This design comes from an exercise in tuning for small area on the open sky130 flow, not from production work. In this exercise RTL edits were held to simulation tests only and were not proved equivalent to the original. Power is estimated from default activity; no workload was simulated. The flow treats the clock pin as an ideal source, which a real chip does not have.

==> module mul_serial, before the edit <==
module mul_serial (
	input logic clk,
	input logic [4:0] step,
	input logic a,
	input logic b,
	output logic p
);
	logic first;
	logic [30:0] a_cp;  
	logic [30:0] bsh;  
	logic b0;  
	logic [5:0] carry;
	logic [31:0] term;
	logic [6:0] total;
	assign first = (step == 5'd0);
	always_comb begin
		term[0] = a && (first ? b : b0);
		for (int i = 0; i < 31; i++) begin
			term[i + 1] = (5'(i) < step) && a_cp[i] && (i == 0 ? b : bsh[i - 1]);
		end
	end
	logic [15:0][1:0] c1;
	logic [7:0][2:0] c2;
	logic [3:0][3:0] c3;
	logic [1:0][4:0] c4;
	logic [5:0] c5;
	always_comb begin
		for (int i = 0; i < 16; i++) c1[i] = 2'(term[2 * i]) + 2'(term[2 * i + 1]);
		for (int i = 0; i < 8; i++) c2[i] = 3'(c1[2 * i]) + 3'(c1[2 * i + 1]);
		for (int i = 0; i < 4; i++) c3[i] = 4'(c2[2 * i]) + 4'(c2[2 * i + 1]);
		for (int i = 0; i < 2; i++) c4[i] = 5'(c3[2 * i]) + 5'(c3[2 * i + 1]);
		c5 = 6'(c4[0]) + 6'(c4[1]);
		total = 7'(c5) + 7'(first ? 6'd0 : carry);
	end
	assign p = total[0];
	always_ff @(posedge clk) begin
		for (int i = 0; i < 31; i++) begin
			if (step == 5'(i)) a_cp[i] <= a;
		end
		if (first) b0 <= b;
		bsh <= {bsh[29:0], b};
		carry <= total[6:1];
	end
endmodule
==> flow/config.mk <==
export PLATFORM = sky130hd
export DESIGN_NAME = core_top
export DESIGN_NICKNAME = core_top
export VERILOG_FILES = /design/flow/design.v
export SDC_FILE = /design/flow/constraint.sdc
export NUM_CORES = 4
export LEC_CHECK = 0
export CAP_MARGIN = 10
export CORE_MARGIN = 2
export CORE_UTILIZATION = 75
export CTS_CLUSTER_DIAMETER = 70
export CTS_CLUSTER_SIZE = 30
export SLEW_MARGIN = 10
export SYNTH_HIERARCHICAL = 1
==> flow/constraint.sdc <==
create_clock -name core_clock -period 10.0 [get_ports {clk}]
set_input_delay 2.0000 -clock core_clock [delete_from_list [all_inputs] [get_ports {clk}]]
set_output_delay 2.0000 -clock core_clock [all_outputs]
set_load 0.01 [all_outputs]
standard.sh (not shown) runs the stock make flow with config.mk's settings and CLKGATE_MAP_FILE= SYNTH_SCRIPT=/design/flow/synth_recipe.tcl, a recipe that flattens the netlist after the stock synthesis.
==> flow/flow/run.sh <==
#!/bin/bash
set -euo pipefail
export CTS_ARGS="-sink_clustering_enable -repair_clock_nets -sink_clustering_size 30 -sink_clustering_max_diameter 70 -dont_use_dummy_load"
bash standard.sh finish > flow.log 2>&1
The baseline ran to the end with no violations.
==> next run, changes <==
--- a/flow/design.v
+++ b/flow/design.v
@@ -235,18 +235,9 @@
 			term[i + 1] = (5'(i) < step) && a_cp[i] && (i == 0 ? b : bsh[i - 1]);
 		end
 	end
-	logic [15:0][1:0] c1;
-	logic [7:0][2:0] c2;
-	logic [3:0][3:0] c3;
-	logic [1:0][4:0] c4;
-	logic [5:0] c5;
 	always_comb begin
-		for (int i = 0; i < 16; i++) c1[i] = 2'(term[2 * i]) + 2'(term[2 * i + 1]);
-		for (int i = 0; i < 8; i++) c2[i] = 3'(c1[2 * i]) + 3'(c1[2 * i + 1]);
-		for (int i = 0; i < 4; i++) c3[i] = 4'(c2[2 * i]) + 4'(c2[2 * i + 1]);
-		for (int i = 0; i < 2; i++) c4[i] = 5'(c3[2 * i]) + 5'(c3[2 * i + 1]);
-		c5 = 6'(c4[0]) + 6'(c4[1]);
-		total = 7'(c5) + 7'(first ? 6'd0 : carry);
+		total = {1'b0, first ? 6'd0 : carry};
+		for (int i = 0; i < 32; i++) total = total + 7'(term[i]);
 	end
 	assign p = total[0];
 	always_ff @(posedge clk) begin
After rerunning: The new run ran to the end with no violations. Count of clock-buffer cells in the layout came out higher by 2. Total power hardly moves. Clock skew goes up by 0.027 ns. Non-clock buffer count came out higher by 17. Wire length increases by 1.4%. Core utilization went up by 0.22 points. Global-route usage climbs by 0.58 points. Die area is about the same. Cell area stays flat. Final cell count is about the same. Sequential share of layout area fell by 0.19 points. Setup slack degrades by 0.24 ns.

==> re-timing with driven ports <==
The flow's constraints put no driver on any port. The routed layouts listed below were extracted and timed again, unchanged, in two steps. Step 1 sets driving cells, clkbuf_16 on the clock port and buf_2 on the other inputs (assumed; they add their load-dependent delay and slew). Step 2 also shifts input and output timing later by t, the mid clock arrival at the registers, as if the neighbouring blocks saw the same clock. Slacks: no drivers / after step 1 / after step 2; pairs: no drivers / after step 1.
| run | shift t [ns] | slack for setup (ns) | hold WS [ns] | worst setup path after step 2 | cell pins on the clock port's net |
|---|---|---|---|---|---|
| the first run | 0.799 | 0.497 / 0.473 / 0.473 | 0.298 / 0.298 / 0.298 | input to output | 1 |
| the second run | 0.783 | 0.257 / 0.228 / 0.228 | 0.271 / 0.271 / 0.271 | input to output | 1 |
After both steps every run listed still meets setup and hold. For the second run, which loses most, drivers alone change the setup slack by -0.029 ns; drivers and shift together by -0.029 ns.
